This is an optimization exercise on Yosys and OpenROAD, whose aim is small area, a short achievable clock period and few clock cycles per item, not a production implementation.
Where RTL was checked, it was by simulation tests only, not by an equivalence proof against the original.
For runs 2 to 6, only the layout was checked, not whether the RTL still works.
Power figures rest on the tool's default switching activity, not on a simulated workload.

--- flow/design.v ---
package otq_pkg;
    localparam int NUM_TIMERS = 16;
    localparam int ID_WIDTH   = 16;
    localparam int DLY_WIDTH  = 16;
    localparam logic [1:0] ACT_ADD    = 2'd0;
    localparam logic [1:0] ACT_CANCEL = 2'd1;
    localparam logic [1:0] ACT_TICK   = 2'd2;
    localparam logic [2:0] KIND_ADDED     = 3'd0;
    localparam logic [2:0] KIND_FULL      = 3'd1;
    localparam logic [2:0] KIND_CANCELLED = 3'd2;
    localparam logic [2:0] KIND_NOTFOUND  = 3'd3;
    localparam logic [2:0] KIND_EXPIRED   = 3'd4;
endpackage
module one_shot_timer_queue_top (
    input  logic          clk,
    input  logic          rst_n,
    input  logic          start,
    output logic          busy,
    input  logic [33:0]   req,
    output logic          result_valid,
    output logic [19:0]   rsp
);
    localparam int N = otq_pkg::NUM_TIMERS;
    logic        add_reg, cancel_reg, tick_reg;
    logic [15:0] rdm2_reg;          
    logic        rz_reg;            
    logic        rdn_reg;           
    logic [15:0] key_reg;
    logic        busy_reg;
    logic        drn_reg;           
    logic [15:0] now_reg;           
    logic [15:0] nid_reg;           
    logic        res_reg;
    logic [19:0] rsp_reg;
    logic [N-1:0] valid_reg;
    logic [N-1:0] z_reg;
    logic [N-1:0] dn_reg;           
    logic [N-1:0] r_reg;            
    logic [15:0]  ex2_reg [N];      
    logic [15:0]  id_reg  [N];
    logic [N-1:0] q_reg   [N];      
    assign busy         = busy_reg;
    assign result_valid = res_reg;
    assign rsp          = rsp_reg;
    logic hold, do_add, do_cancel, do_tick, do_exp;
    assign hold      = drn_reg & (add_reg | cancel_reg | tick_reg);
    assign do_add    = add_reg & ~drn_reg;
    assign do_cancel = cancel_reg & ~drn_reg;
    assign do_tick   = tick_reg & ~drn_reg;
    assign do_exp    = do_tick | drn_reg;
    logic [N-1:0] id_eq, id_lt;
    logic [N-1:0] free, fs;
    logic         full;
    assign free = ~valid_reg;
    assign full = ~|free;
    logic [N-1:0] cm, cs;
    logic         found;
    assign cm    = valid_reg & id_eq;
    assign found = |cm;
    always_comb
    begin
        for (int i = 0; i < N; i++)
        begin
            fs[i] = free[i];
            cs[i] = cm[i];
            for (int k = 0; k < i; k++)
            begin
                if (free[k]) fs[i] = 1'b0;
                if (cm[k])   cs[i] = 1'b0;
            end
        end
    end
    logic [N-1:0] due, win;
    logic         any_due, more;
    logic [15:0]  win_id;
    assign due     = dn_reg & valid_reg;
    assign any_due = |due;
    always_comb
    begin
        for (int i = 0; i < N; i++)
        begin
            win[i] = due[i];
            for (int j = 0; j < N; j++)
            begin
                if (j < i && due[j] && q_reg[j][i])  win[i] = 1'b0;
                if (j > i && due[j] && !q_reg[i][j]) win[i] = 1'b0;
            end
        end
    end
    always_comb
    begin
        logic seen;
        seen = 1'b0;
        more = 1'b0;
        for (int i = 0; i < N; i++)
        begin
            if (due[i] && seen) more = 1'b1;
            if (due[i])         seen = 1'b1;
        end
    end
    always_comb
    begin
        win_id = '0;
        for (int i = 0; i < N; i++)
            win_id = win_id | ({16{win[i]}} & id_reg[i]);
    end
    logic [15:0] new_exp;
    logic        new_z, new_dn;
    assign new_exp = now_reg + rdm2_reg;
    assign new_z   = rz_reg;
    assign new_dn  = rdn_reg;
    logic [N-1:0] wr;              
    logic [N-1:0] clr;             
    assign wr  = do_add ? fs : '0;
    assign clr = (do_cancel ? cs : '0) | (do_exp ? win : '0);
    logic        nid_inc, nid_max;
    logic [15:0] nid_next;
    assign nid_inc  = do_add & ~full;
    assign nid_max  = (nid_reg == 16'hFFFF);
    assign nid_next = nid_inc ? nid_reg + 16'd1 : nid_reg;
    logic        dn_upd;
    assign dn_upd  = do_exp & ~more;
    logic [N-1:0] nb_hi, nb_lo, above, qa;
    always_comb
    begin
        for (int k = 0; k < N; k++)
        begin
            nb_hi[k] = (new_z & ~z_reg[k]) | ((new_z == z_reg[k]) & (id_lt[k] | id_eq[k]));
            nb_lo[k] = (new_z & ~z_reg[k]) | ((new_z == z_reg[k]) & id_lt[k]);
            above[k] = 1'b0;
            for (int m = 0; m < k; m++)
                if (fs[m]) above[k] = 1'b1;
            qa[k] = fs[k] ? 1'b0 : (above[k] ? ~nb_hi[k] : nb_lo[k]);
        end
    end
    for (genvar i = 0; i < N; i++)
    begin : g_slot
        assign id_eq[i] = (key_reg == id_reg[i]);
        assign id_lt[i] = r_reg[i] & ~id_eq[i];
        always_ff @(posedge clk or negedge rst_n)
        begin
            if (!rst_n)
                valid_reg[i] <= 1'b0;
            else if (wr[i])
                valid_reg[i] <= 1'b1;
            else if (clr[i])
                valid_reg[i] <= 1'b0;
        end
        always_ff @(posedge clk)
        begin
            if (wr[i])
            begin
                ex2_reg[i] <= new_exp;
                id_reg[i]  <= nid_reg;
                z_reg[i]   <= new_z;
            end
            if (wr[i])
                dn_reg[i] <= new_dn;
            else if (dn_upd)
                dn_reg[i] <= (ex2_reg[i] == now_reg);
            if (wr[i])
                r_reg[i] <= nid_max;
            else if (nid_inc)
                r_reg[i] <= nid_max | id_lt[i];
        end
        for (genvar j = i + 1; j < N; j++)
        begin : g_pair
            always_ff @(posedge clk)
            begin
                if (wr[i] || wr[j])
                    q_reg[i][j] <= ~(qa[i] | qa[j]);
            end
        end
    end
    logic drn_next;
    assign drn_next = do_exp & more;
    always_ff @(posedge clk or negedge rst_n)
    begin
        if (!rst_n)
        begin
            add_reg    <= 1'b0;
            cancel_reg <= 1'b0;
            tick_reg   <= 1'b0;
            busy_reg   <= 1'b0;
            drn_reg    <= 1'b0;
            now_reg    <= 16'd0;
            nid_reg    <= 16'd0;
            res_reg    <= 1'b0;
        end
        else
        begin
            if (!hold)
            begin
                add_reg    <= start & (req[33:32] == otq_pkg::ACT_ADD);
                cancel_reg <= start & (req[33:32] == otq_pkg::ACT_CANCEL);
                tick_reg   <= start & (req[33:32] == otq_pkg::ACT_TICK);
            end
            busy_reg <= drn_next & (hold | (start & (req[33:32] != 2'd3)));
            drn_reg  <= drn_next;
            if (dn_upd)
                now_reg <= now_reg + 16'd1;
            nid_reg  <= nid_next;
            res_reg  <= do_add | do_cancel | (do_exp & any_due);
        end
    end
    always_ff @(posedge clk)
    begin
        if (!hold)
        begin
            rdm2_reg <= req[31:16] - 16'd2;
            rz_reg   <= (req[31:16] == 16'd0);
            rdn_reg  <= (req[31:17] == 15'd0);
            key_reg  <= (req[33:32] == otq_pkg::ACT_ADD) ? nid_next : req[15:0];
        end
    end
    always_ff @(posedge clk)
    begin
        if (do_exp)
            rsp_reg <= {otq_pkg::KIND_EXPIRED, win_id, ~more};
        else if (add_reg)
            rsp_reg <= full ? {otq_pkg::KIND_FULL, 16'd0, 1'b1}
                            : {otq_pkg::KIND_ADDED, key_reg, 1'b1};
        else
            rsp_reg <= {found ? otq_pkg::KIND_CANCELLED : otq_pkg::KIND_NOTFOUND,
                        key_reg, 1'b1};
    end
endmodule
--- flow/flow/run.sh ---
#!/bin/bash
# The standard layout, with timing repair aimed 7 ns below the clock period.
set -euo pipefail
bash standard.sh SETUP_SLACK_MARGIN=7 finish > make.log 2>&1
--- flow/standard.sh ---
#!/bin/bash
# synth_recipe.tcl (not shown) runs the flow's synth.tcl, then flattens the netlist and writes it again
# the make line also repeats each setting of config.mk as NAME=value (left out here)
make -C /OpenROAD-flow-scripts/flow DESIGN_CONFIG=/design/flow/config.mk WORK_HOME=/design/flow/orfs CLKGATE_MAP_FILE= SYNTH_SCRIPT=/design/flow/synth_recipe.tcl "${@:-finish}"
--- flow/config.mk ---
export PLATFORM = sky130hd
export DESIGN_NAME = one_shot_timer_queue_top
export DESIGN_NICKNAME = one_shot_timer_queue_top
export VERILOG_FILES = /design/flow/design.v
export SDC_FILE = /design/flow/constraint.sdc
export NUM_CORES = 4
export LEC_CHECK = 0
export CAP_MARGIN = 30
export CORE_MARGIN = 2
export CORE_UTILIZATION = 60
export CTS_CLUSTER_DIAMETER = 80
export CTS_CLUSTER_SIZE = 25
export SLEW_MARGIN = 20
--- flow/constraint.sdc ---
create_clock -name core_clock -period 10.0 [get_ports {clk}]
set_input_delay 2.0000 -clock core_clock [delete_from_list [all_inputs] [get_ports {clk}]]
set_output_delay 2.0000 -clock core_clock [all_outputs]
set_load 0.01 [all_outputs]
==> summary.txt, run 1 <==
Final layout
  – Fillcell total: 4,437
  – Util after Layout: 68.7%
  – Share of post-route cells with drive strength above 1: 14.2%
  – Multi-input logic area: 14,200 um^2
  – Post-route design area: 42,500 um^2
  – Fin cells: 4,014
  – Register area: 23,200 um^2
  – Area Growth Syn to Fin: 12.8%
  – Fin nets: 3,217

Hold path
  – Hold Crit Class: register to register

STA
  – Final total negative setup slack: 0 ps
  – Slew Limit Fails: 0
  – RSZ-0062 raised after global routing: true
  – Fin crit period: 3210 ps
  – Final hold slack: 620 ps
  – Tcrit/Tclk final: 32.1%
  – # setup viols final: 0
  – Max-slew headroom: 29.5%
  – Final hold violation count: 0
  – Setup ws final: 6790 ps
  – Fmax: 0.311 GHz
  – Setup Skew: 38.8 ps
  – Least-Margin Pin Slew: 1060 ps

Die
  – Die Area: 64,800 um^2
  – Die width: 255 um
  – Starting density of the core: 60.9%
  – Core Box Area: 61,800 um^2
  – # rows: 91
  – Die Height: 255 um
  – Top-Level Pins: 59

Clocking
  – CTS Hold Buffers Added: 0
  – Clock transition at path regs: 100 ps
  – Num CTS Buffers: 40
  – H-tree lvl count: 2
  – Max Buffers Root-to-Sink: 3
  – Root Driver: clkbuf_16
  – CTS sink cnt: 788
  – Clk Latency, worst-skew pair: 640 ps
  – CTS tree: built

Worst setup path
  – Critical Path Source Type: register
  – Crit path required time: 10,520 ps
  – Arr. time, crit path: 3740 ps
  – Critical path fanouts, max: 17
  – Critical path type: register to register
  – CP endpoint kind: register

Flow run
  – Max Cap Viol: 0

Yosys
  – Syn Nets: 3,131
  – Post-synth ARST share: 6.85%
  – Yosys reg bits: 788
  – Mapped Cells: 3,059
  – Register area share after synthesis: 61.6%
  – Synth unique cells: 68
  – Warnings from Yosys: 4
  – Post-Syn Area per Cell: 12.3 um^2
  – Synth Flop Type: edfxtp_1
  – EDFF count, synth: 714
  – Area of the mapped netlist: 37,700 um^2

Placed design
  – Port Buffers: 58
  – Pre-CTS setup slack: 6030 ps
  – Placed insts: 3,874
  – Placer Congestion: 1.00
  – Dpl cell area: 39,800 um^2
  – Hpwl dp: 87,600 um

Drt
  – Vias: 28,000
  – Pre-antenna DRT Iters: 8
  – Routed length per placed instance: 33.7 um
  – DRC: 0
  – Remaining antenna violation count: 0
  – Initial DRC Count: 4,888
  – Final WL: 135,000 um
  – Vias per inst: 6.99

Power
  – Comb pwr share: 23.9%
  – Peak supply drop: 0.156 mV
  – Net Sw Frac: 31.3%
  – P_leak: 15.2 nW
  – Total power: 7.78 mW
  – Flop pwr share: 51.4%
  – Cell Pwr Density: 183 nW/um^2
  – Clock power share: 24.7%
  – Switching Power: 2.44 mW
  – P_int: 5.35 mW

GRT
  – Grt ovf: 0
  – All-Layer GR Usage: 41.8%
  – First-pass GRT wire length: 190,000 um
  – Initial antenna violation count: 2
  – Largest net degree at the start of global routing: 55
  – Vias in the first global route: 26,400

Outcome
  – Status: finished clean
## path summary, 6_finish.rpt
check                                          from  slack, ps                        to  cells past startpoint
setup / recovery           valid_reg[0]$_DFFE_PN0P_       6790    now_reg[1]$_DFFE_PN0P_                     10
hold / removal                 tick_reg$_DFFE_PN0N_        620      tick_reg$_DFFE_PN0N_                      2
min in group asynchronous                     rst_n       1470  valid_reg[1]$_DFFE_PN0P_                      1
hold reg to reg                tick_reg$_DFFE_PN0N_        620      tick_reg$_DFFE_PN0N_                      2
max in group asynchronous                     rst_n       7750      nid_reg[3]$_DFF_PN0_                      1
setup reg to reg           valid_reg[0]$_DFFE_PN0P_       6790    now_reg[1]$_DFFE_PN0P_                     10
## repair_timing
action / 4_1_cts / 5_1_grt
gates resized for setup: 243 / 70
pin swaps: 33 / 17
buffers inserted: 35 / 17
cloned: 9 / 2
endpoints found under the hold margin: 0 / 0
endpoints found under the setup margin: 782 / 355
## cell type report
class,count,share of cell area (%)
multi-input cells,1987,33.5
repair buffers,248,5.59
clock buffers,60,2.61
diodes,1,0.00589
clock inverters,13,0.368
repair inverters,3,0.0530
well taps,837,2.47
inverters,77,0.733
flip-flops and latches,788,54.7
## kinds of logic (layout without fill, tap and decap cells)
family	count (synthesis)	count (layout)	share of synthesized area [%]
simple gates	1022	1022	13.9
flops	788	788	61.6
xor+xnor	566	566	13.2
compound gates	345	345	6.71
buf+inv	284	401	2.94
fa+ha+maj	37	37	1.24
mux	17	17	0.508
other cells	0	1	0
## cell usage in the layout (no fill, tap or decap), types with 13 or more instances in the layout
cell,n
nor4_2,18
o21ai_0,53
buf_4,142
clkbuf_1,18
nor2_1,152
and2_1,13
dfrtp_1,37
inv_1,64
a22oi_1,102
ha_1,28
dfxtp_1,13
xnor2_2,14
buf_6,25
nand4_1,143
a22o_1,17
nor4_1,58
edfxtp_1,714
xnor2_1,396
clkbuf_16,42
nand3b_1,78
clkdlybuf4s50_1,29
mux2_2,17
a21oi_1,23
buf_2,20
or3_1,13
xor2_1,156
o2111ai_1,52
nand2_1,263
nand3_1,169
nor3_1,20
## power groups by stage
stage | logic [mW] | clock network, mW | registers [mW]
6_report | 1.86 | 1.92 | 4.00
5_1_grt | 1.92 | 2.02 | 4.00
4_1_cts | 1.74 | 1.91 | 3.99
3_5_place_dp | 1.56 | 0 | 4.07
3_3_place_gp | 1.52 | 0 | 4.06
2_1_floorplan | 0.880 | 0 | 4.00
## layer usage
layer  up-vias  global-route usage (%)  part of all wire [%]
li1      11400                       -                     -
met1     13900                    58.8                    37
met2      2334                    63.0                    44
met3       372                    12.3                    15
met4         4                    13.2                   4.0
met5         -                       0                 0.017
## worst max-delay path, stage by stage, from the launching register on
cell and delay [ps]:
dfrtp_2 440, buf_8 170, a222oi_1 420, buf_4 220, nand2b_4 50, or4_1 500
a211o_1 300, or3_4 420, buf_12 190, buf_6 130, mux2_2 260
## cell usage after synthesis, types with 4 or more instances
cell / instances / area (um^2)
clkbuf_1: 168 / 631
nand4b_1: 5 / 43.8
and2_1: 13 / 81.3
edfxtp_1: 714 / 21400
nor4_1: 83 / 519
o31ai_1: 5 / 37.5
or3_1: 18 / 113
ha_1: 34 / 425
a22o_1: 17 / 149
nand3b_1: 78 / 586
nand2b_1: 7 / 43.8
xor2_1: 156 / 1370
a21oi_1: 24 / 120
mux2_2: 17 / 191
o2111ai_1: 53 / 464
and3_1: 9 / 56.3
o21ai_0: 57 / 285
nand3_1: 172 / 861
and4_1: 8 / 70.1
a22oi_1: 103 / 773
inv_1: 76 / 285
o21a_1: 6 / 45.0
xnor2_1: 410 / 3590
a31oi_1: 7 / 43.8
a32o_1: 6 / 60.1
a211o_1: 4 / 35.0
a211oi_1: 6 / 45.0
nor2b_1: 10 / 62.6
nand2_1: 276 / 1040
dfrtp_1: 54 / 1350
dfxtp_1: 20 / 400
buf_1: 17 / 63.8
nor2_1: 159 / 597
nand4_1: 143 / 895
buf_2: 20 / 100
nor3_1: 29 / 145
o21ai_1: 9 / 45.0
a221oi_1: 17 / 149
Testbench counts, summed over its fixed seeds: cycles 8,095, requests 8,008.
==> run 2, diff against run 1 <==
--- a/flow/design.v
+++ b/flow/design.v
@@ -122,3 +122,3 @@
     assign dn_upd  = do_exp & ~more;
-    logic [N-1:0] nb_hi, nb_lo, above, qa;
+    logic [N-1:0] nb_hi, nb_lo;
     always_comb
@@ -129,6 +129,2 @@
             nb_lo[k] = (new_z & ~z_reg[k]) | ((new_z == z_reg[k]) & id_lt[k]);
-            above[k] = 1'b0;
-            for (int m = 0; m < k; m++)
-                if (fs[m]) above[k] = 1'b1;
-            qa[k] = fs[k] ? 1'b0 : (above[k] ? ~nb_hi[k] : nb_lo[k]);
         end
@@ -169,4 +165,6 @@
             begin
-                if (wr[i] || wr[j])
-                    q_reg[i][j] <= ~(qa[i] | qa[j]);
+                if (wr[i])
+                    q_reg[i][j] <= nb_hi[j];
+                else if (wr[j])
+                    q_reg[i][j] <= ~nb_lo[i];
             end
==> run 2 against run 1 <==
Still clean on timing, DRC and antenna; first-iteration DRC count decreased by 1.6%; worst hold slack improved by 1.7 ps; non-clock buffer count decreased by 26; worst setup slack improved by 82 ps; via count increased by 0.59%; sequential share of layout area increased by 0.57 points; fmax increased by 2.6%; critical path type is now register to output pin; critical endpoint is now busy; largest power group unchanged.
==> summary.txt, run 2 <==
Yosys
  – Count leader, synth: edfxtp_1
  – Mapped Cells: 3,044
  – Cell taking the most area after synthesis: edfxtp_1
  – Warnings from Yosys: 4
  – Syn Nets: 3,116
  – Yosys reg bits: 788
  – Most frequent cells after synthesis: edfxtp_1 (714), xor2_1 (459), nand2_1 (281), nand3_1 (173), o21ai_0 (167)
  – Register area share after synthesis: 61.0%
  – Post-synth ARST share: 6.85%
  – Post-synth top area share: 56.4%
  – Synth unique cells: 73
  – Synth Flop Type: edfxtp_1
  – EDFF count, synth: 714
  – Post-Syn Area per Cell: 12.5 um^2
  – Ranking of synthesized cells by area: edfxtp_1 (56%), xor2_1 (11%), dfrtp_1 (3.6%)
  – Area of the mapped netlist: 38,000 um^2

Final layout
  – Area Growth Syn to Fin: 10.6%
  – Post-route design area: 42,000 um^2
  – Commonest non-fill, non-tap cell in the layout: edfxtp_1
  – Fin nets: 3,184
  – Share of post-route cells with drive strength above 1: 12.5%
  – Most frequent cells in the layout: edfxtp_1 (714), xor2_1 (457), nand2_1 (267)

GRT
  – M2 GR Usage: 60.9%
  – Initial antenna violation count: 10
  – Vias in the first global route: 26,900
  – GRT met3 Usage: 15.7%
  – GRT busiest layer: met2
  – First-pass GRT wire length: 198,000 um
  – GR Util met1: 58.7%
  – Grt ovf: 0
  – Largest net degree at the start of global routing: 55
  – All-Layer GR Usage: 42.6%

Worst setup path
  – Critical Path Sink: busy
  – Largest delay contributor family on the critical path: flip-flops
  – R2r setup slk: 6910 ps
  – Critical path type: register to output pin
  – Worst r2r path cells: 8
  – CP max stage delay: 370 ps
  – Slowest library cell on the worst path: dfrtp_1
  – CP bufs+invs: 1
  – Crit path required time: 8000 ps
  – Worst r2r src: dn_reg[5]$_DFFE_PP_
  – Arr. time, crit path: 1130 ps
  – CP endpoint kind: output pin
  – Crit path launch: busy_reg$_DFF_PN0_
  – Critical path fanouts, max: 1
  – Critical Path Stages: 1
  – CP Cell Sequence: buf_2
  – R2R Path End: rsp_reg[2]$_DFF_P_
  – Critical Path Source Type: register

STA
  – Final total negative setup slack: 0 ps
  – Tcrit/Tclk final: 31.3%
  – Final hold violation count: 0
  – Setup Skew: 33.2 ps
  – Final hold slack: 622 ps
  – Max-slew headroom: 28.4%
  – Fmax: 0.319 GHz
  – RSZ-0062 raised after global routing: true
  – Least-Margin Pin Slew: 1070 ps
  – # setup viols final: 0
  – Fin crit period: 3130 ps
  – Setup ws final: 6870 ps
  – Slew Limit Fails: 0

Drt
  – Pre-antenna DRT Iters: 8
  – Routed length per placed instance: 35.3 um
  – DRC: 0
  – Initial DRC Count: 4,810
  – Final WL: 141,000 um
  – Remaining antenna violation count: 0
  – Vias per inst: 7.06
  – Vias: 28,200

Die
  – # rows: 92
  – Die Height: 256 um
  – Die width: 256 um
  – Top-Level Pins: 59
  – Starting density of the core: 60.5%
  – Core Box Area: 62,900 um^2
  – Die Area: 65,400 um^2

Clocking
  – Max Buffers Root-to-Sink: 3
  – H-tree lvl count: 2
  – Clock transition at path regs: 110 ps
  – CTS tree: built
  – Root Driver: clkbuf_16
  – Num CTS Buffers: 42
  – CTS sink cnt: 788
  – Clk Latency, worst-skew pair: 650 ps

Hold path
  – Hold Crit Class: register to register

Flow run
  – Max Cap Viol: 0

Placed design
  – Dpl cell area: 39,800 um^2
  – Pre-CTS setup slack: 5570 ps
  – Port Buffers: 58
  – Hpwl dp: 92,100 um
  – Placer Congestion: 1.03

Power
  – Total power: 7.74 mW
  – Cell Pwr Density: 184 nW/um^2
  – Peak supply drop: 0.232 mV
  – P_leak: 15.5 nW

Outcome
  – Status: finished clean
-- run 2: changes by cell type in the layout (fill, tap and decap cells not counted), moves of 12 or more --
cell,previous run,this run
xor2_1,156,457
xnor2_1,396,107
o21ai_0,53,166
nor2_1,152,55
nand4_1,143,85
nor4_1,58,111
inv_1,64,44
o31a_1,0,17
nor4_2,18,4
xnor2_2,14,0
a21oi_1,23,36
o2111ai_1,52,40
-- run 2: metrics by stage --
step,util (%),cells
CTS,66.2,3974
global route,66.9,3992
finish,66.9,3993
global placement,63.2,3859
detailed placement,63.3,3862
floorplan,-,3044
-- run 2: final cells by class --
type | instances | area [um^2]
Timing Repair inverter | 2 | 15.0
Fill cell | 4595 | 20800
Timing Repair Buffer | 222 | 1970
Clock buffer | 64 | 1150
Multi-Input combinational cell | 1995 | 14100
Inverter | 61 | 278
Tap cell | 846 | 1060
Sequential cell | 788 | 23200
Clock inverter | 14 | 184
Antenna cell | 1 | 2.50
-- run 2: cell families after synthesis --
family	Yosys count	synth area share, %
buf+inv	264	3.23
xor+xnor	566	13.0
fa+ha+maj	37	1.22
simple gates	913	12.9
mux	13	0.385
flops	788	61.0
compound gates	463	8.22
-- run 2: layer usage --
metal / part of all wire (%) / vias up
li1: - / 11400
met1: 36 / 13800
met2: 42 / 2489
met3: 17 / 444
met4: 4.9 / 16
met5: 0.13 / -
-- run 2: worst reg2reg max path: stages, from the launching register on --
cell,delay [ps]
edfxtp_1,600
nand2_1,300
o2111ai_2,380
nor4_4,90
buf_4,260
a22o_1,300
a221oi_1,570
and4_1,380
o21ai_0,100
-- run 2: worst min path at each step --
stage | cells after the start | startpoint | slack (ps) | end
final | 2 | r_reg[1]$_DFFE_PP_ | 620 | r_reg[1]$_DFFE_PP_
after global routing | 2 | tick_reg$_DFFE_PN0N_ | 670 | tick_reg$_DFFE_PN0N_
after CTS | 2 | r_reg[1]$_DFFE_PP_ | 620 | r_reg[1]$_DFFE_PP_
after detailed placement | 2 | r_reg[1]$_DFFE_PP_ | 590 | r_reg[1]$_DFFE_PP_
after global placement | 2 | tick_reg$_DFFE_PN0N_ | 580 | tick_reg$_DFFE_PN0N_
after floorplan | 2 | tick_reg$_DFFE_PN0N_ | 500 | tick_reg$_DFFE_PN0N_
-- run 2: report_power, final --
part,switching [mW],leakage (nW),internal (mW)
clock network,1.16,0.640,0.845
logic,1.21,7.54,0.510
registers,0.133,7.29,3.88
total,2.50,15.5,5.23
-- run 2: repair_timing --
| action | 4_1_cts | 5_1_grt |
|---|---|---|
| gates resized for setup | 184 | 59 |
| pin swaps | 11 | 11 |
| cloned | 4 | 1 |
| hold endpoints to repair | 0 | 0 |
| hold buffers | 0 | 0 |
| endpoints found under the setup margin | 671 | 276 |
| setup buffers | 30 | 12 |
==> run 3, diff against run 2 <==
--- a/flow/config.mk
+++ b/flow/config.mk
@@ -10,4 +10,2 @@
 export CORE_UTILIZATION = 60
-export CTS_CLUSTER_DIAMETER = 80
-export CTS_CLUSTER_SIZE = 25
 export SLEW_MARGIN = 20
==> run 3 against run 2 <==
Combinational power about the same; first-iteration DRC count up 10%; still clean; final cell count grew 2.0%; power rose by 17%; via count up 2.8%; non-clock buffer count rose by 1; largest cell class unchanged; register-to-register slack is essentially flat; worst setup slack got worse by 3.6 ps.
==> summary.txt, run 3 <==
STA
  – RSZ-0062 raised after global routing: true
  – Slew Limit Fails: 0
  – # setup viols final: 0
  – Final hold slack: 604 ps
  – Fin crit period: 3140 ps
  – Max-slew headroom: 24.3%
  – Final hold violation count: 0
  – Fmax: 0.319 GHz
  – Setup Skew: 46.6 ps
  – Least-Margin Pin Slew: 1140 ps
  – Setup ws final: 6860 ps
  – Final total negative setup slack: 0 ps
  – Tcrit/Tclk final: 31.4%

Drt
  – DRC: 0
  – Initial DRC Count: 5,315
  – Vias per inst: 7.12
  – Final WL: 145,000 um
  – Remaining antenna violation count: 0
  – Vias: 29,000
  – Routed length per placed instance: 35.5 um
  – Pre-antenna DRT Iters: 10

GRT
  – Vias in the first global route: 27,800
  – First-pass GRT wire length: 203,000 um
  – All-Layer GR Usage: 43.7%
  – Initial antenna violation count: 9
  – Grt ovf: 0
  – Largest net degree at the start of global routing: 55

Yosys
  – Post-synth ARST share: 6.85%
  – Yosys reg bits: 788
  – Warnings from Yosys: 4
  – Cell taking the most area after synthesis: edfxtp_1
  – Mapped Cells: 3,044
  – Synth Flop Type: edfxtp_1
  – Most frequent cells after synthesis: edfxtp_1 (714), xor2_1 (459), nand2_1 (281), nand3_1 (173), o21ai_0 (167)
  – Register area share after synthesis: 61.0%
  – Area of the mapped netlist: 38,000 um^2
  – Post-synth top area share: 56.4%
  – Ranking of synthesized cells by area: edfxtp_1 (56%), xor2_1 (11%), dfrtp_1 (3.6%)
  – Syn Nets: 3,116
  – EDFF count, synth: 714
  – Count leader, synth: edfxtp_1
  – Synth unique cells: 73
  – Post-Syn Area per Cell: 12.5 um^2

Final layout
  – Fin cells: 4,074
  – Util after Layout: 69.4%
  – Area Growth Syn to Fin: 14.7%
  – Share of post-route cells with drive strength above 1: 14.4%
  – Most frequent cells in the layout: edfxtp_1 (714), xor2_1 (457), nand2_1 (265)
  – Fillcell total: 4,389
  – Fin nets: 3,228
  – Post-route design area: 43,600 um^2
  – Commonest non-fill, non-tap cell in the layout: edfxtp_1

Clocking
  – CTS Hold Buffers Added: 0
  – CTS sink cnt: 788
  – Clk Latency, worst-skew pair: 670 ps
  – H-tree lvl count: 3
  – CTS tree: built
  – Max Buffers Root-to-Sink: 3
  – Clock transition at path regs: 60 ps
  – Num CTS Buffers: 83
  – Root Driver: clkbuf_16

Worst setup path
  – Critical path type: register to output pin
  – R2r setup slk: 6920 ps
  – CP max stage delay: 350 ps
  – CP Cell Sequence: buf_2
  – Critical path fanouts, max: 1
  – Slowest library cell on the worst path: dfrtp_1
  – Largest delay contributor family on the critical path: flip-flops
  – CP bufs+invs: 1
  – Critical Path Source Type: register
  – Arr. time, crit path: 1140 ps
  – CP endpoint kind: output pin
  – Crit path required time: 8000 ps

Power
  – P_leak: 16.3 nW
  – Peak supply drop: 0.211 mV
  – Total power: 9.05 mW
  – Cell Pwr Density: 208 nW/um^2

Placed design
  – Pre-CTS setup slack: 5570 ps
  – Port Buffers: 58
  – Hpwl dp: 92,100 um
  – Dpl cell area: 39,800 um^2
  – Placer Congestion: 1.03
  – Placed insts: 3,862

Die
  – Die width: 256 um
  – Core Box Area: 62,900 um^2
  – Die Area: 65,400 um^2
  – Top-Level Pins: 59
  – # rows: 92
  – Starting density of the core: 60.5%
  – Die Height: 256 um

Hold path
  – Hold Crit Class: register to register

Flow run
  – Max Cap Viol: 0

Outcome
  – Status: finished clean
run 3: cell types whose count changed in the layout (fill, tap and decap cells not counted), moves of 4 or more:
cell       change
buf_4          +7
buf_6          -7
bufinv_16     +11
clkbuf_16     +42
clkbuf_8       +4
clkinv_1       +8
clkinv_2      +18
inv_12         -5
nor3_4         +4
run 3: metal layers:
layer	up-vias	global-route usage, %	part of all wire, %
met5	-	1.02	0.10
li1	11600	-	-
met3	483	15.2	17
met2	2667	63.3	43
met1	14300	60.0	36
met4	12	18.5	5.1
run 3: cells by family (layout without fill, tap and decap cells):
family | count (synthesis) | after routing | synth area share [%]
simple gates | 913 | 918 | 12.9
flops | 788 | 788 | 61.0
xor+xnor | 566 | 566 | 13.0
compound gates | 463 | 463 | 8.22
buf+inv | 264 | 442 | 3.23
fa+ha+maj | 37 | 37 | 1.22
mux | 13 | 13 | 0.385
other cells | 0 | 1 | 0
run 3: final cells by class:
type	count	area, um^2	area share [%]
Sequential cell	788	23200	53.3
Multi-Input combinational cell	1997	14200	32.5
Clock buffer	110	2260	5.18
Timing Repair Buffer	223	1970	4.52
Tap cell	846	1060	2.43
Clock inverter	46	609	1.40
Inverter	61	280	0.643
Timing Repair inverter	2	15.0	0.0344
Antenna cell	1	2.50	0.00574
run 3: worst paths after layout:
path,from,to,cells after the start
setup / recovery,busy_reg$_DFF_PN0_,busy,1
hold / removal,r_reg[1]$_DFFE_PP_,r_reg[1]$_DFFE_PP_,2
setup reg to reg,valid_reg[3]$_DFFE_PN0P_,now_reg[1]$_DFFE_PN0P_,7
hold reg to reg,r_reg[1]$_DFFE_PP_,r_reg[1]$_DFFE_PP_,2
max in group asynchronous,rst_n,valid_reg[5]$_DFFE_PN0P_,2
min in group asynchronous,rst_n,nid_reg[14]$_DFF_PN0_,1
run 3: timing repair:
| action | CTS | global route |
|---|---|---|
| gates resized for setup | 181 | 63 |
| pin swaps | 10 | 19 |
| gates cloned | 5 | 2 |
| setup buffers | 25 | 18 |
| setup endpoints to repair | 665 | 319 |
run 3: worst reg2reg max path, cell delays in order (launching register included):
cell and delay, ps:
dfrtp_1 400, buf_8 200, a222oi_1 750, nand3_1 190
a21oi_2 220, o21ai_4 130, or4_4 720, mux2_4 380
run 3: where the power goes:
group | internal [mW] | switching, mW
sequential | 3.89 | 0.138
combinational | 0.507 | 1.24
clock | 1.90 | 1.38
==> run 4, diff against run 3 <==
--- a/flow/config.mk
+++ b/flow/config.mk
@@ -9,3 +9,3 @@
 export CORE_MARGIN = 2
-export CORE_UTILIZATION = 60
+export CORE_UTILIZATION = 40
 export SLEW_MARGIN = 20
==> run 4 against run 3 <==
Still clean; wire length is 3.2% lower; synthesized area is the same; worst setup slack got worse by 130 ps; fmax fell by 3.9%; power is essentially flat; highest routed layer is now met4.
==> summary.txt, run 4 <==
Placed design
  – Placer Congestion: 0.990
  – Port Buffers: 58
  – Pre-CTS setup slack: 5630 ps
  – Hpwl dp: 87,300 um
  – Placed insts: 4,266

Worst setup path
  – Worst r2r path cells: 9
  – CP max stage delay: 470 ps
  – Crit path launch: res_reg$_DFF_PN0_
  – Crit path required time: 8000 ps
  – Worst r2r src: dn_reg[11]$_DFFE_PP_
  – Critical path fanouts, max: 1
  – Critical path type: register to output pin
  – Critical Path Stages: 1
  – R2r setup slk: 6970 ps
  – Slowest library cell on the worst path: dfrtp_2
  – CP Cell Sequence: buf_6
  – Critical Path Sink: result_valid
  – Critical Path Source Type: register
  – CP endpoint kind: output pin
  – Arr. time, crit path: 1260 ps
  – Largest delay contributor family on the critical path: flip-flops
  – R2R Path End: rsp_reg[2]$_DFF_P_
  – CP bufs+invs: 1

Die
  – Die Height: 312 um
  – Starting density of the core: 40.2%
  – # rows: 113
  – Top-Level Pins: 59
  – Die Area: 97,500 um^2
  – Core Box Area: 94,600 um^2
  – Die width: 312 um

Final layout
  – Commonest non-fill, non-tap cell in the layout: edfxtp_1
  – Fin cells: 4,535
  – Most frequent cells in the layout: edfxtp_1 (714), xor2_1 (457), nand2_1 (266)
  – Area Growth Syn to Fin: 17.8%
  – Fillcell total: 8,423
  – Register area: 23,200 um^2
  – Antenna cell count: 0
  – Share of post-route cells with drive strength above 1: 15.9%
  – Fin nets: 3,269
  – Multi-input logic area: 14,300 um^2

Clocking
  – CTS tree: built
  – Num CTS Buffers: 86
  – Clk Latency, worst-skew pair: 660 ps
  – H-tree lvl count: 3
  – Root Driver: clkbuf_16
  – Max Buffers Root-to-Sink: 3
  – CTS Hold Buffers Added: 0
  – CTS sink cnt: 788
  – Clock transition at path regs: 60 ps

Yosys
  – EDFF count, synth: 714
  – Register area share after synthesis: 61.0%
  – Most frequent cells after synthesis: edfxtp_1 (714), xor2_1 (459), nand2_1 (281), nand3_1 (173), o21ai_0 (167)
  – Warnings from Yosys: 4
  – Synth unique cells: 73
  – Mapped Cells: 3,044
  – Yosys reg bits: 788
  – Post-Syn Area per Cell: 12.5 um^2
  – Area of the mapped netlist: 38,000 um^2
  – Post-synth ARST share: 6.85%
  – Count leader, synth: edfxtp_1
  – Ranking of synthesized cells by area: edfxtp_1 (56%), xor2_1 (11%), dfrtp_1 (3.6%)
  – Post-synth top area share: 56.4%
  – Cell taking the most area after synthesis: edfxtp_1
  – Syn Nets: 3,116
  – Synth Flop Type: edfxtp_1

Power
  – P_leak: 16.6 nW
  – Net Sw Frac: 29.9%
  – Comb pwr share: 19.8%
  – Peak supply drop: 0.316 mV
  – Clock power share: 35.7%
  – Cell Pwr Density: 202 nW/um^2
  – Flop pwr share: 44.5%
  – P_int: 6.34 mW
  – Switching Power: 2.71 mW

Hold path
  – Hold Crit Class: register to register

STA
  – Setup Skew: 21.5 ps
  – Setup ws final: 6740 ps
  – Final hold violation count: 0
  – Max-slew headroom: 28.0%
  – Least-Margin Pin Slew: 1080 ps
  – # setup viols final: 0
  – Final hold slack: 592 ps
  – Tcrit/Tclk final: 32.6%
  – RSZ-0062 raised after global routing: true
  – Fin crit period: 3260 ps
  – Fmax: 0.306 GHz
  – Final total negative setup slack: 0 ps
  – Slew Limit Fails: 0

Drt
  – DRC: 0
  – Pre-antenna DRT Iters: 8
  – Remaining antenna violation count: 0
  – Initial DRC Count: 4,307
  – Vias: 27,800
  – Vias per inst: 6.14
  – Final WL: 140,000 um
  – Routed length per placed instance: 30.9 um

GRT
  – Initial antenna violation count: 1
  – First-pass GRT wire length: 196,000 um
  – Vias in the first global route: 26,300
  – Largest net degree at the start of global routing: 55
  – Grt ovf: 0
  – All-Layer GR Usage: 28.0%

Outcome
  – Status: finished clean

Flow run
  – Max Cap Viol: 0
[run 4: cell types whose count changed in the layout (fill, tap and decap cells not counted), moves of 5 or more]
cell      change
buf_4        +16
buf_12       +10
clkinv_2      -5
xnor2_2      +11
clkbuf_8      +7
xnor2_1      -12
[run 4: worst reg2reg max path: stages (launching register included)]
cell	delay (ps)
edfxtp_1	550
buf_4	270
nand3_1	150
nand4_1	270
nor4_4	370
buf_4	390
a22o_1	250
a221oi_1	100
and4_1	210
o21ai_1	310
[run 4: how the worst min path moves through the flow]
stage	startpoint	to	slack (ps)	cells after the start
2_1_floorplan	tick_reg$_DFFE_PN0N_	tick_reg$_DFFE_PN0N_	500	2
3_3_place_gp	r_reg[0]$_DFFE_PP_	r_reg[0]$_DFFE_PP_	570	2
3_5_place_dp	r_reg[0]$_DFFE_PP_	r_reg[0]$_DFFE_PP_	570	2
4_1_cts	r_reg[0]$_DFFE_PP_	r_reg[0]$_DFFE_PP_	590	2
5_1_grt	r_reg[6]$_DFFE_PP_	r_reg[6]$_DFFE_PP_	620	2
6_report	r_reg[0]$_DFFE_PP_	r_reg[0]$_DFFE_PP_	590	2
[run 4: power by group through the flow]
stage                     Sequential [mW]  Combinational [mW]  Clock [mW]
final                                4.02                1.79        3.23
after global placement               4.13                1.53           0
after CTS                            4.03                1.64        3.26
after floorplan                      4.03               0.881           0
after global routing                 4.03                1.88        3.38
after detailed placement             4.13                1.53           0
[run 4: cells by family (layout without fill, tap and decap cells)]
family,Yosys count,after routing,share of synthesized area [%]
AOI/OAI and AO/OA,463,463,8.22
buffers and inverters,264,485,3.23
adders and majority gates,37,37,1.22
DFF,788,788,61.0
muxes,13,13,0.385
and+or+nand+nor,913,918,12.9
xor gates and xnor gates,566,566,13.0
[run 4: layout make-up]
cell class | instances | share of cell area, %
flip-flops and latches | 788 | 51.9
multi-input cells | 1997 | 32.0
repair buffers | 260 | 5.41
clock buffers | 117 | 5.36
well taps | 1265 | 3.54
clock inverters | 44 | 1.01
inverters | 61 | 0.707
repair inverters | 3 | 0.0503
[run 4: metrics by stage]
step | cell area [um^2] | util (%) | power [mW]
global route | 44800 | 47.3 | 9.29
CTS | 44100 | 46.6 | 8.92
detailed placement | 40400 | 42.7 | 5.67
floorplan | 38100 | - | 4.91
finish | 44800 | 47.3 | 9.05
global placement | 40200 | 42.5 | 5.66
[run 4: timing repair]
action | CTS | global route
endpoints found under the hold margin | 0 | 0
gates resized for setup | 184 | 75
cloned | 6 | 5
setup endpoints to repair | 712 | 465
setup buffers | 65 | 28
pin swaps | 13 | 11
[run 4: per-layer routing]
layer | global-route usage [%] | wire [um] | share of wire, %
met1 | 38.0 | 54000 | 39
met2 | 42.1 | 61900 | 44
met3 | 7.54 | 17700 | 13
met4 | 12.3 | 6470 | 4.6
met5 | 0 | 0 | 0
==> run 5, diff against run 4 <==
--- a/flow/design.v
+++ b/flow/design.v
@@ -35,3 +35,2 @@
     logic [N-1:0] valid_reg;
-    logic [N-1:0] z_reg;
     logic [N-1:0] dn_reg;           
@@ -111,2 +110,6 @@
     assign new_dn  = rdn_reg;
+    logic [N-1:0] z;               
+    always_comb
+        for (int k = 0; k < N; k++)
+            z[k] = dn_reg[k] & (ex2_reg[k][0] == now_reg[0]);
     logic [N-1:0] wr;              
@@ -122,3 +125,3 @@
     assign dn_upd  = do_exp & ~more;
-    logic [N-1:0] nb_hi, nb_lo;
+    logic [N-1:0] nb_hi, nb_lo, above, qa;
     always_comb
@@ -127,4 +130,8 @@
         begin
-            nb_hi[k] = (new_z & ~z_reg[k]) | ((new_z == z_reg[k]) & (id_lt[k] | id_eq[k]));
-            nb_lo[k] = (new_z & ~z_reg[k]) | ((new_z == z_reg[k]) & id_lt[k]);
+            nb_hi[k] = (new_z & ~z[k]) | ((new_z == z[k]) & (id_lt[k] | id_eq[k]));
+            nb_lo[k] = (new_z & ~z[k]) | ((new_z == z[k]) & id_lt[k]);
+            above[k] = 1'b0;
+            for (int m = 0; m < k; m++)
+                if (fs[m]) above[k] = 1'b1;
+            qa[k] = fs[k] ? 1'b0 : (above[k] ? ~nb_hi[k] : nb_lo[k]);
         end
@@ -150,3 +157,2 @@
                 id_reg[i]  <= nid_reg;
-                z_reg[i]   <= new_z;
             end
@@ -165,6 +171,4 @@
             begin
-                if (wr[i])
-                    q_reg[i][j] <= nb_hi[j];
-                else if (wr[j])
-                    q_reg[i][j] <= ~nb_lo[i];
+                if (wr[i] || wr[j])
+                    q_reg[i][j] <= ~(qa[i] | qa[j]);
             end
--- a/flow/config.mk
+++ b/flow/config.mk
@@ -9,3 +9,5 @@
 export CORE_MARGIN = 2
-export CORE_UTILIZATION = 40
+export CORE_UTILIZATION = 70
+export CTS_CLUSTER_DIAMETER = 80
+export CTS_CLUSTER_SIZE = 25
 export SLEW_MARGIN = 20
==> run 5 against run 4 <==
Still clean; sequential power decreased by 1%; clock skew increased by 17 ps; largest power group unchanged; highest routed layer is now met5; critical path type is now register to register; largest cell class unchanged; non-clock buffer count increased by 18; die area decreased by 43%; critical path depth increased by 8; synthesized cell count decreased by 0.76%; critical endpoint is now ex2_reg[7][10]$_DFFE_PP_; flip-flop and latch count decreased by 16.
==> summary.txt, run 5 <==
Final layout
  – Fin cells: 3,863
  – Area Growth Syn to Fin: 12.5%
  – Multi-input logic area: 14,500 um^2
  – Register area: 22,800 um^2
  – Commonest non-fill, non-tap cell in the layout: edfxtp_1
  – Util after Layout: 79.8%
  – Post-route design area: 42,100 um^2
  – Fillcell total: 2,941
  – Share of post-route cells with drive strength above 1: 14.9%
  – Most frequent cells in the layout: edfxtp_1 (698), xnor2_1 (425), nand2_1 (276)
  – Fin nets: 3,212

Clocking
  – Clk Latency, worst-skew pair: 630 ps
  – Root Driver: clkbuf_16
  – CTS Hold Buffers Added: 0
  – CTS tree: built
  – H-tree lvl count: 2
  – Clock transition at path regs: 100 ps
  – Max Buffers Root-to-Sink: 3
  – CTS sink cnt: 772
  – Num CTS Buffers: 39

Die
  – Die Height: 235 um
  – Core Box Area: 52,800 um^2
  – # rows: 84
  – Top-Level Pins: 59
  – Starting density of the core: 71.0%
  – Die width: 235 um
  – Die Area: 55,400 um^2

STA
  – Setup Skew: 38.2 ps
  – Least-Margin Pin Slew: 1150 ps
  – Setup ws final: 6730 ps
  – Tcrit/Tclk final: 32.7%
  – Final total negative setup slack: 0 ps
  – RSZ-0062 raised after global routing: true
  – Max-slew headroom: 23.1%
  – Final hold slack: 562 ps
  – Final hold violation count: 0
  – Fmax: 0.306 GHz
  – Slew Limit Fails: 0
  – Fin crit period: 3270 ps
  – # setup viols final: 0

Worst setup path
  – CP endpoint kind: register
  – Largest delay contributor family on the critical path: compound AO/OA/AOI/OAI gates
  – Slowest library cell on the worst path: a21oi_1
  – CP bufs+invs: 4
  – Critical path type: register to register
  – CP Cell Sequence: buf_4 > ha_1 > a21oi_1 > a21oi_2 > buf_4 > a2111oi_4 > xnor2_2 > buf_4 > buf_6
  – Arr. time, crit path: 3630 ps
  – Critical path fanouts, max: 20
  – Critical Path Source Type: register
  – Most Frequent Cell on Critical Path: buf_4
  – CP max stage delay: 450 ps
  – Crit path required time: 10,370 ps

GRT
  – All-Layer GR Usage: 48.6%
  – First-pass GRT wire length: 192,000 um
  – Initial antenna violation count: 6
  – Grt ovf: 0
  – Vias in the first global route: 27,900
  – Largest net degree at the start of global routing: 56

Hold path
  – Hold Crit Class: register to register

Yosys
  – Ranking of synthesized cells by area: edfxtp_1 (56%), xnor2_1 (10%), dfrtp_1 (3.6%)
  – Post-Syn Area per Cell: 12.4 um^2
  – Synth Flop Type: edfxtp_1
  – Yosys reg bits: 772
  – Mapped Cells: 3,021
  – Post-synth ARST share: 6.99%
  – Count leader, synth: edfxtp_1
  – EDFF count, synth: 698
  – Register area share after synthesis: 60.7%
  – Synth unique cells: 78
  – Cell taking the most area after synthesis: edfxtp_1
  – Area of the mapped netlist: 37,400 um^2
  – Syn Nets: 3,093
  – Most frequent cells after synthesis: edfxtp_1 (698), xnor2_1 (433), nand2_1 (289), nand3_1 (156), nor2_1 (155)
  – Warnings from Yosys: 4
  – Post-synth top area share: 56.0%

Power
  – Total power: 8.04 mW
  – Cell Pwr Density: 191 nW/um^2
  – P_leak: 14.8 nW
  – Peak supply drop: 0.233 mV

Drt
  – Vias per inst: 7.69
  – Remaining antenna violation count: 0
  – DRC: 0
  – Pre-antenna DRT Iters: 10
  – Vias: 29,700
  – Final WL: 142,000 um
  – Routed length per placed instance: 36.8 um
  – Initial DRC Count: 6,038

Placed design
  – Dpl cell area: 39,200 um^2
  – Placed insts: 3,694
  – Hpwl dp: 86,800 um
  – Placer Congestion: 1.04
  – Pre-CTS setup slack: 5870 ps
  – Port Buffers: 58

Outcome
  – Status: finished clean

Flow run
  – Max Cap Viol: 0
-- run 5: power breakdown --
part,leakage (nW),switching (mW),internal [mW]
logic,7.16,1.47,0.748
registers,7.09,0.132,3.83
clock network,0.568,1.09,0.778
-- run 5: cell type report --
type	count	area share, %
Sequential cell	772	54.0
Multi-Input combinational cell	1993	34.4
Timing Repair Buffer	278	6.14
Clock buffer	60	2.58
Tap cell	688	2.04
Inverter	56	0.544
Clock inverter	10	0.235
Antenna cell	6	0.0356
-- run 5: what timing repair did --
action | CTS | global route
gates resized for setup | 191 | 98
pin swaps | 20 | 24
endpoints found under the setup margin | 681 | 455
hold endpoints to repair | 0 | 0
cloned | 2 | 5
buffers inserted | 46 | 39
-- run 5: path summary, 6_finish.rpt --
path	from	to	slack (ps)	cells after the start
worst max-delay path	now_reg[6]$_DFFE_PN0P_	ex2_reg[7][10]$_DFFE_PP_	6730	9
worst min-delay path	nid_reg[6]$_DFF_PN0_	nid_reg[6]$_DFF_PN0_	560	1
max in group asynchronous	rst_n	nid_reg[7]$_DFF_PN0_	7700	2
min in group asynchronous	rst_n	valid_reg[11]$_DFFE_PN0P_	1550	2
worst max register to register	now_reg[6]$_DFFE_PN0P_	ex2_reg[7][10]$_DFFE_PP_	6730	9
worst min register to register	nid_reg[6]$_DFF_PN0_	nid_reg[6]$_DFF_PN0_	560	1
-- run 5: per-layer routing --
layer,share of wire (%),vias to the layer above,track usage [%],wire length (um)
met4,8.2,4,27.3,11600
met5,0.044,-,0,62
met1,31,14100,63.0,44700
li1,-,11400,-,-
met2,42,3263,70.0,59300
met3,19,890,19.9,26500
-- run 5: cell families after synthesis --
kind of cell    Yosys count  synth area share [%]
compound gates          363                  7.23
xor+xnor                566                  13.2
fa+ha+maj                37                  1.24
buf+inv                 256                  3.00
flops                   772                  60.7
mux                      19                 0.571
simple gates           1008                  14.1
==> run 6, diff against run 5 <==
--- a/flow/config.mk
+++ b/flow/config.mk
@@ -9,3 +9,3 @@
 export CORE_MARGIN = 2
-export CORE_UTILIZATION = 70
+export CORE_UTILIZATION = 60
 export CTS_CLUSTER_DIAMETER = 80
==> run 6 against run 5 <==
Sequential power about the same; via count fell by 4.9%; wire length shrank 1.4%; synthesized cell count stayed put; final cell count rose by 3.8%; worst setup slack better by 72 ps; clock skew shrank 0.89 ps; fmax is 2.3% higher; critical path depth shrank 8.
==> summary.txt, run 6 <==
Outcome
  – Status: finished clean

GRT
  – Largest net degree at the start of global routing: 56
  – Vias in the first global route: 26,500
  – Grt ovf: 0
  – First-pass GRT wire length: 195,000 um
  – All-Layer GR Usage: 43.3%
  – Initial antenna violation count: 8

Placed design
  – Placer Congestion: 0.993
  – Placed insts: 3,836
  – Port Buffers: 58
  – Pre-CTS setup slack: 5770 ps
  – Hpwl dp: 91,600 um

Yosys
  – Register area share after synthesis: 60.7%
  – Post-Syn Area per Cell: 12.4 um^2
  – Mapped Cells: 3,021
  – Post-synth top area share: 56.0%
  – Yosys reg bits: 772
  – Synth Flop Type: edfxtp_1
  – Cell taking the most area after synthesis: edfxtp_1
  – Syn Nets: 3,093
  – Post-synth ARST share: 6.99%
  – Count leader, synth: edfxtp_1
  – Area of the mapped netlist: 37,400 um^2
  – Warnings from Yosys: 4
  – Synth unique cells: 78
  – Most frequent cells after synthesis: edfxtp_1 (698), xnor2_1 (433), nand2_1 (289), nand3_1 (156), nor2_1 (155)
  – EDFF count, synth: 698
  – Ranking of synthesized cells by area: edfxtp_1 (56%), xnor2_1 (10%), dfrtp_1 (3.6%)

Worst setup path
  – Crit path required time: 8000 ps
  – Critical path fanouts, max: 1
  – Critical path type: register to output pin
  – CP max stage delay: 420 ps
  – Largest delay contributor family on the critical path: flip-flops
  – Slowest library cell on the worst path: dfrtp_1
  – Arr. time, crit path: 1190 ps
  – Critical Path Source Type: register
  – CP Cell Sequence: buf_2
  – CP endpoint kind: output pin
  – CP bufs+invs: 1

STA
  – Final hold violation count: 0
  – Setup ws final: 6810 ps
  – RSZ-0062 raised after global routing: true
  – Setup Skew: 37.3 ps
  – Max-slew headroom: 25.5%
  – Least-Margin Pin Slew: 1120 ps
  – Final total negative setup slack: 0 ps
  – Final hold slack: 589 ps
  – Fin crit period: 3190 ps
  – Fmax: 0.313 GHz
  – # setup viols final: 0
  – Slew Limit Fails: 0
  – Tcrit/Tclk final: 31.9%

Clocking
  – CTS Hold Buffers Added: 0
  – Clk Latency, worst-skew pair: 630 ps
  – Max Buffers Root-to-Sink: 3
  – Num CTS Buffers: 41
  – CTS sink cnt: 772
  – Clock transition at path regs: 100 ps
  – Root Driver: clkbuf_16
  – CTS tree: built
  – H-tree lvl count: 2

Die
  – Top-Level Pins: 59
  – Die Height: 254 um
  – Die width: 254 um
  – Starting density of the core: 60.7%
  – Die Area: 64,400 um^2
  – # rows: 91
  – Core Box Area: 61,700 um^2

Final layout
  – Fillcell total: 4,398
  – Commonest non-fill, non-tap cell in the layout: edfxtp_1
  – Fin nets: 3,211
  – Most frequent cells in the layout: edfxtp_1 (698), xnor2_1 (421), nand2_1 (277)
  – Fin cells: 4,011
  – Share of post-route cells with drive strength above 1: 15.2%
  – Area Growth Syn to Fin: 13.5%
  – Multi-input logic area: 14,600 um^2
  – Register area: 22,800 um^2

Hold path
  – Hold Crit Class: register to register

Flow run
  – Max Cap Viol: 0

Power
  – Peak supply drop: 0.215 mV
  – P_leak: 14.9 nW
  – Total power: 8.01 mW
  – Cell Pwr Density: 189 nW/um^2

Drt
  – Vias: 28,200
  – Vias per inst: 7.04
  – Initial DRC Count: 4,934
  – Remaining antenna violation count: 0
  – Pre-antenna DRT Iters: 6
  – DRC: 0
  – Final WL: 140,000 um
  – Routed length per placed instance: 34.9 um
run 6: cell counts after synthesis:
No cell type changed its count.
run 6: area by class of cell:
type / instances / area share, %
flip-flops and latches: 772 / 53.6
multi-input cells: 1993 / 34.4
repair buffers: 275 / 6.00
clock buffers: 60 / 2.63
well taps: 837 / 2.46
inverters: 56 / 0.571
clock inverters: 15 / 0.327
diodes: 3 / 0.0177
run 6: report_power, final:
| group | leakage (nW) | internal [mW] | switching, mW |
|---|---|---|---|
| Clock | 0.601 | 0.808 | 1.10 |
| Combinational | 7.20 | 0.727 | 1.41 |
| Sequential | 7.09 | 3.83 | 0.149 |
run 6: what timing repair did:
action,CTS,global route
pin swaps,24,30
resized for setup,215,95
cloned,1,5
endpoints found under the setup margin,845,550
setup buffers,58,28
run 6: worst paths after layout:
| kind | startpoint | depth (start not counted) | slack (ps) | to |
|---|---|---|---|---|
| hold reg to reg | tick_reg$_DFFE_PN0N_ | 2 | 590 | tick_reg$_DFFE_PN0N_ |
| hold / removal | tick_reg$_DFFE_PN0N_ | 2 | 590 | tick_reg$_DFFE_PN0N_ |
| max in group asynchronous | rst_n | 1 | 7760 | valid_reg[3]$_DFFE_PN0P_ |
| setup / recovery | res_reg$_DFF_PN0_ | 1 | 6810 | result_valid |
| min in group asynchronous | rst_n | 1 | 1500 | valid_reg[14]$_DFFE_PN0P_ |
| setup reg to reg | now_reg[0]$_DFFE_PN0P_ | 16 | 6880 | ex2_reg[5][8]$_DFFE_PP_ |
run 6: cell families (layout without fill, tap and decap cells):
| kind of cell | Yosys count | after routing | share of synthesized area, % |
|---|---|---|---|
| AOI/OAI and AO/OA | 363 | 363 | 7.23 |
| xor gates and xnor gates | 566 | 566 | 13.2 |
| adders and majority gates | 37 | 37 | 1.24 |
| other | 0 | 3 | 0 |
| buffers and inverters | 256 | 406 | 3.00 |
| DFF | 772 | 772 | 60.7 |
| muxes | 19 | 19 | 0.571 |
| and+or+nand+nor | 1008 | 1008 | 14.1 |
run 6: routing by layer:
metal	track usage [%]	wire length [um]	part of all wire [%]
met1	60.7	51700	37
met5	0	23	0.016
met3	15.6	22600	16
met2	61.7	59300	42
met4	16.9	6490	4.6
run 6: worst min-delay path: stages, from the launching register on:
cell     delay, ps
dfrtp_1        430
nand2_1         80
nand2_1         60
run 6: per-stage QoR:
step                util, %  cell area (um^2)
floorplan                 -             37500
global placement       63.7             39300
detailed placement     63.9             39400
CTS                    67.4             41600
global route           68.8             42500
finish                 68.8             42500
==> run 7, diff against run 6 <==
--- a/flow/design.v
+++ b/flow/design.v
@@ -74,3 +74,3 @@
     logic [15:0]  win_id;
-    assign due     = dn_reg & valid_reg;
+    assign due     = dn_reg;
     assign any_due = |due;
@@ -145,2 +145,13 @@
             if (!rst_n)
+                dn_reg[i] <= 1'b0;
+            else if (wr[i])
+                dn_reg[i] <= new_dn;
+            else if (clr[i])
+                dn_reg[i] <= 1'b0;
+            else if (dn_upd)
+                dn_reg[i] <= valid_reg[i] & (ex2_reg[i] == now_reg);
+        end
+        always_ff @(posedge clk or negedge rst_n)
+        begin
+            if (!rst_n)
                 valid_reg[i] <= 1'b0;
@@ -158,6 +169,2 @@
             end
-            if (wr[i])
-                dn_reg[i] <= new_dn;
-            else if (dn_upd)
-                dn_reg[i] <= (ex2_reg[i] == now_reg);
             if (wr[i])
--- a/flow/config.mk
+++ b/flow/config.mk
@@ -9,3 +9,3 @@
 export CORE_MARGIN = 2
-export CORE_UTILIZATION = 60
+export CORE_UTILIZATION = 65
 export CTS_CLUSTER_DIAMETER = 80
==> run 7 against run 6 <==
Still clean on timing, DRC and antenna; final cell count decreased by 3.7%; flip-flop and latch count is the same; combinational power grew 41%; worst setup slack worse by 39 ps; synthesized cell count decreased by 2.3%; synthesized area decreased by 1.2%; critical path depth did not move; critical endpoint unchanged.
==> summary.txt, run 7 <==
Die
  – Starting density of the core: 65.7%
  – Die Height: 243 um
  – Die Area: 58,800 um^2
  – # rows: 87
  – Top-Level Pins: 59
  – Die width: 243 um
  – Core Box Area: 56,300 um^2

Power
  – Peak supply drop: 0.234 mV
  – P_leak: 14.3 nW
  – Cell Pwr Density: 219 nW/um^2

Worst setup path
  – Worst r2r path cells: 10
  – Slowest library cell on the worst path: dfrtp_1
  – R2R Path End: rsp_reg[11]$_DFF_P_
  – Worst r2r src: dn_reg[15]$_DFFE_PN0P_
  – R2r setup slk: 6890 ps
  – CP max stage delay: 450 ps
  – Arr. time, crit path: 1230 ps
  – CP Cell Sequence: buf_2
  – Critical path fanouts, max: 1
  – Critical Path Source Type: register
  – Critical path type: register to output pin
  – Crit path launch: res_reg$_DFF_PN0_
  – Crit path required time: 8000 ps
  – CP bufs+invs: 1
  – CP endpoint kind: output pin
  – Largest delay contributor family on the critical path: flip-flops

STA
  – Setup ws final: 6770 ps
  – Slew Limit Fails: 0
  – Final hold violation count: 0
  – RSZ-0062 raised after global routing: true
  – Setup Skew: 35.3 ps
  – Fmax: 0.309 GHz
  – # setup viols final: 0
  – Fin crit period: 3230 ps
  – Max-slew headroom: 29.9%
  – Final total negative setup slack: 0 ps
  – Least-Margin Pin Slew: 1040 ps
  – Tcrit/Tclk final: 32.3%

Final layout
  – Util after Layout: 74.0%
  – Fillcell total: 3,676
  – Area Growth Syn to Fin: 12.6%
  – Multi-input logic area: 14,100 um^2
  – Register area: 22,700 um^2
  – Most frequent cells in the layout: edfxtp_1 (682), xnor2_1 (511), nand2_1 (282)
  – Share of post-route cells with drive strength above 1: 14.8%
  – Commonest non-fill, non-tap cell in the layout: edfxtp_1
  – Fin nets: 3,143

GRT
  – Grt ovf: 0
  – All-Layer GR Usage: 44.0%
  – Initial antenna violation count: 7
  – Vias in the first global route: 26,100
  – First-pass GRT wire length: 184,000 um
  – Largest net degree at the start of global routing: 51

Yosys
  – EDFF count, synth: 682
  – Post-Syn Area per Cell: 12.5 um^2
  – Yosys reg bits: 772
  – Cell taking the most area after synthesis: edfxtp_1
  – Mapped Cells: 2,953
  – Area of the mapped netlist: 37,000 um^2
  – Warnings from Yosys: 4
  – Synth unique cells: 71
  – Ranking of synthesized cells by area: edfxtp_1 (55%), xnor2_1 (12%), dfrtp_1 (4.7%)
  – Register area share after synthesis: 61.2%
  – Synth Flop Type: edfxtp_1
  – Syn Nets: 3,025
  – Post-synth top area share: 55.4%
  – Post-synth ARST share: 9.07%
  – Count leader, synth: edfxtp_1
  – Most frequent cells after synthesis: edfxtp_1 (682), xnor2_1 (524), nand2_1 (286), nor2_1 (165), nand4_1 (136)

Clocking
  – CTS tree: built
  – Root Driver: clkbuf_16
  – CTS sink cnt: 772
  – CTS Hold Buffers Added: 0
  – Num CTS Buffers: 41
  – Clock transition at path regs: 100 ps
  – H-tree lvl count: 2
  – Max Buffers Root-to-Sink: 3
  – Clk Latency, worst-skew pair: 630 ps

Drt
  – Final WL: 132,000 um
  – Remaining antenna violation count: 0
  – Initial DRC Count: 5,107
  – Routed length per placed instance: 34.2 um
  – Vias: 27,700
  – DRC: 0
  – Vias per inst: 7.17
  – Pre-antenna DRT Iters: 11

Outcome
  – Status: finished clean

Hold path
  – Hold Path Origin: r_reg[0]$_DFFE_PP_
  – Hold Path End: r_reg[0]$_DFFE_PP_
  – Hold Crit Class: register to register
  – Worst Hold Path Cells: 2

Placed design
  – Pre-CTS setup slack: 6110 ps
  – Hpwl dp: 85,900 um
  – Placer Congestion: 1.03
  – Port Buffers: 58

Flow run
  – Max Cap Viol: 0
## run 7: changes by cell type in the layout (fill, tap and decap cells not counted), sizes merged, moves of 16 or more
cell	previous run	this run
a22o	20	47
buf	237	219
o21ai	40	72
nand3b	76	12
nand2b	7	60
a21oi	57	38
xor2	133	43
edfxtp	698	682
o2111ai	54	34
xnor2	433	524
a221oi	21	41
nand3	157	94
dfrtp	54	70
## run 7: where the power goes
part	switching, mW	internal, mW	total [mW]
Combinational	1.98	1.03	3.01
Clock	1.12	0.851	1.97
Sequential	0.194	3.94	4.14
Total	3.30	5.83	9.12
## run 7: layer usage
metal  global-route usage (%)  part of all wire (%)  wire length (um)
met1                     61.7                    36             47000
met2                     61.4                    41             54700
met3                     15.6                    17             22200
met4                     20.7                   6.0              7980
met5                    0.327                 0.083               109
## run 7: cells by family (layout without fill, tap and decap cells)
logic type / Yosys count / in the layout / synth area share (%)
AOI/OAI and AO/OA: 405 / 405 / 8.06
xor gates and xnor gates: 567 / 567 / 13.4
adders and majority gates: 37 / 37 / 1.26
buffers and inverters: 233 / 384 / 2.80
DFF: 772 / 772 / 61.2
muxes: 19 / 19 / 0.579
other: 0 / 2 / 0
and+or+nand+nor: 920 / 920 / 12.7
## run 7: worst max-delay path by stage
| stage | to | depth (start not counted) |
|---|---|---|
| after floorplan | key_reg[10]$_DFFE_PN_ | 4 |
| final | result_valid | 1 |
| after global routing | result_valid | 1 |
| after global placement | now_reg[15]$_DFFE_PN0P_ | 9 |
| after CTS | result_valid | 1 |
| after detailed placement | now_reg[9]$_DFFE_PN0P_ | 9 |
## run 7: area by class of cell
| class | instances | share of cell area [%] |
|---|---|---|
| flip-flops and latches | 772 | 54.5 |
| multi-input cells | 1948 | 33.9 |
| repair buffers | 257 | 5.60 |
| clock buffers | 61 | 2.69 |
| well taps | 756 | 2.27 |
| inverters | 51 | 0.547 |
| clock inverters | 15 | 0.517 |
| diodes | 2 | 0.0120 |
## run 7: per-stage QoR
step / total power [mW] / area [um^2] / hold WS, ps / instances
5_1_grt: 9.28 / 41600 / 629 / 3860
2_1_floorplan: 5.61 / 37100 / 482 / 2953
3_5_place_dp: 6.77 / 38800 / 564 / 3696
4_1_cts: 8.81 / 40900 / 591 / 3822
3_3_place_gp: 6.69 / 38700 / 549 / 3689
6_report: 9.12 / 41600 / 595 / 3862
## run 7: repair_timing
action	in CTS	in global routing
setup buffers	50	33
gates cloned	0	3
pin swaps	7	28
endpoints found under the hold margin	0	0
endpoints found under the setup margin	611	319
resized for setup	198	99
Testbench counts of run 7, summed over its fixed seeds: cycles 8,095, requests 8,008.
==> run 8, diff against run 7 <==
--- a/flow/config.mk
+++ b/flow/config.mk
@@ -9,3 +9,3 @@
 export CORE_MARGIN = 2
-export CORE_UTILIZATION = 65
+export CORE_UTILIZATION = 55
 export CTS_CLUSTER_DIAMETER = 80
==> run 8 against run 7 <==
Via count shrank 1.9%; clock power up 2%; worst setup slack better by 40 ps; still clean; die area increased by 18%; power up 1.5%; worst hold slack improved by 12 ps; largest cell class unchanged; largest power group unchanged.
==> summary.txt, run 8 <==
Worst setup path
  – Arr. time, crit path: 1190 ps
  – CP max stage delay: 410 ps
  – Crit path launch: res_reg$_DFF_PN0_
  – Crit path required time: 8000 ps
  – Slowest library cell on the worst path: dfrtp_1
  – Worst r2r src: id_reg[3][10]$_DFFE_PP_
  – CP endpoint kind: output pin
  – Critical path fanouts, max: 1
  – Critical Path Source Type: register
  – CP bufs+invs: 1

Yosys
  – Syn Nets: 3,025
  – Synth Flop Type: edfxtp_1
  – Post-Syn Area per Cell: 12.5 um^2
  – Post-synth top area share: 55.4%
  – Post-synth ARST share: 9.07%
  – EDFF count, synth: 682
  – Mapped Cells: 2,953
  – Synth unique cells: 71
  – Ranking of synthesized cells by area: edfxtp_1 (55%), xnor2_1 (12%), dfrtp_1 (4.7%)
  – Area of the mapped netlist: 37,000 um^2
  – Register area share after synthesis: 61.2%

Final layout
  – Util after Layout: 63.4%
  – Commonest non-fill, non-tap cell in the layout: edfxtp_1
  – Fin nets: 3,178
  – Fillcell total: 5,193
  – Most frequent cells in the layout: edfxtp_1 (682), xnor2_1 (505), nand2_1 (283)
  – Share of post-route cells with drive strength above 1: 16.3%

Power
  – Total power: 9.25 mW
  – Peak supply drop: 0.191 mV
  – Switching Power: 3.32 mW
  – Cell Pwr Density: 218 nW/um^2
  – Flop pwr share: 44.9%
  – Clock power share: 21.7%
  – Net Sw Frac: 35.9%
  – Comb pwr share: 33.5%
  – P_leak: 14.7 nW

GRT
  – Initial antenna violation count: 5
  – All-Layer GR Usage: 38.8%
  – Vias in the first global route: 25,700
  – Grt ovf: 0
  – Largest net degree at the start of global routing: 59

Die
  – Die Area: 69,300 um^2
  – Core Box Area: 66,900 um^2
  – # rows: 95
  – Die width: 263 um

Hold path
  – Hold Path Origin: cancel_reg$_DFFE_PN0N_

STA
  – Tcrit/Tclk final: 31.9%
  – Final hold slack: 606 ps
  – Setup Skew: 39.5 ps
  – Final total negative setup slack: 0 ps
  – Max-slew headroom: 32.8%
  – Final hold violation count: 0
  – # setup viols final: 0
  – RSZ-0062 raised after global routing: true
  – Fmax: 0.313 GHz
  – Fin crit period: 3190 ps

Clocking
  – Max Buffers Root-to-Sink: 3
  – H-tree lvl count: 2
  – CTS Hold Buffers Added: 0
  – CTS sink cnt: 772
  – Clk Latency, worst-skew pair: 630 ps
  – Num CTS Buffers: 42

Drt
  – Vias per inst: 6.77
  – Pre-antenna DRT Iters: 7
  – DRC: 0
  – Remaining antenna violation count: 0

Placed design
  – Hpwl dp: 89,700 um
  – Placed insts: 3,822
  – Port Buffers: 58
  – Placer Congestion: 1.05

Outcome
  – Status: finished clean
-- run 8: cell counts after synthesis --
No cell type changed its count.
-- run 8: logic make-up (layout without fill, tap and decap cells) --
group / Yosys count / count (layout) / share of synthesized area [%]
mux: 19 / 19 / 0.579
xor+xnor: 567 / 567 / 13.4
compound gates: 405 / 407 / 8.06
buf+inv: 233 / 417 / 2.80
fa+ha+maj: 37 / 37 / 1.26
flops: 772 / 772 / 61.2
simple gates: 920 / 920 / 12.7
-- run 8: power groups by stage --
stage,clock network (mW),registers [mW],logic (mW)
2_1_floorplan,0,4.11,1.50
3_3_place_gp,0,4.27,2.49
3_5_place_dp,0,4.27,2.53
4_1_cts,2.02,4.17,2.78
5_1_grt,2.11,4.17,3.21
6_report,2.01,4.15,3.10
-- run 8: stage by stage --
step	area (um^2)	worst slack [ps]
after floorplan	37100	6950
after global placement	38900	6040
after detailed placement	39100	5930
after CTS	41600	6790
after global routing	42400	6770
final	42400	6810
-- run 8: final timing paths --
kind	slack (ps)	end	cells after the start
setup / recovery	6810	result_valid	1
hold reg to reg	610	cancel_reg$_DFFE_PN0N_	2
min in group asynchronous	1210	nid_reg[13]$_DFF_PN0_	1
hold / removal	610	cancel_reg$_DFFE_PN0N_	2
setup reg to reg	6830	dn_reg[12]$_DFFE_PN0P_	9
max in group asynchronous	7900	dn_reg[4]$_DFFE_PN0P_	3
-- run 8: area by class of cell --
type / instances / area share [%]
Sequential cell: 772 / 53.5
Clock inverter: 20 / 0.516
Timing Repair Buffer: 289 / 6.55
Inverter: 51 / 0.508
Tap cell: 873 / 2.58
Multi-Input combinational cell: 1950 / 33.7
Clock buffer: 57 / 2.71
-- run 8: what timing repair did --
| action | 4_1_cts | 5_1_grt |
|---|---|---|
| pin swaps | 33 | 33 |
| buffers inserted | 71 | 36 |
| gates resized for setup | 241 | 95 |
| setup endpoints to repair | 626 | 351 |
| cloned | 2 | 2 |
-- run 8: worst register-to-register path, cell delays in order (launching register included) --
cell and delay (ps):
edfxtp_1 510, xnor2_4 240, nand4_1 310, nor4_4 110, buf_4 160, a222oi_1 650, and4_4 430, nand2_1 80
o211ai_1 250, mux2_4 320
-- run 8: routing by layer --
metal  global-route usage [%]  vias up  share of wire [%]
met1                     55.4    13600                 39
met2                     56.1     2065                 43
met5                        0        -              0.061
li1                         -    11200                  -
met4                     13.2        8                4.1
met3                     12.5      359                 14

Re-timed with assumed drivers on the ports (clkbuf_16 on the clock, buf_2 on other inputs), run 8 has 6.738 ns of setup slack against 6.806 ns with ideal ports, and 6.397 ns once port delays also move by the mid clock arrival of 0.681 ns.
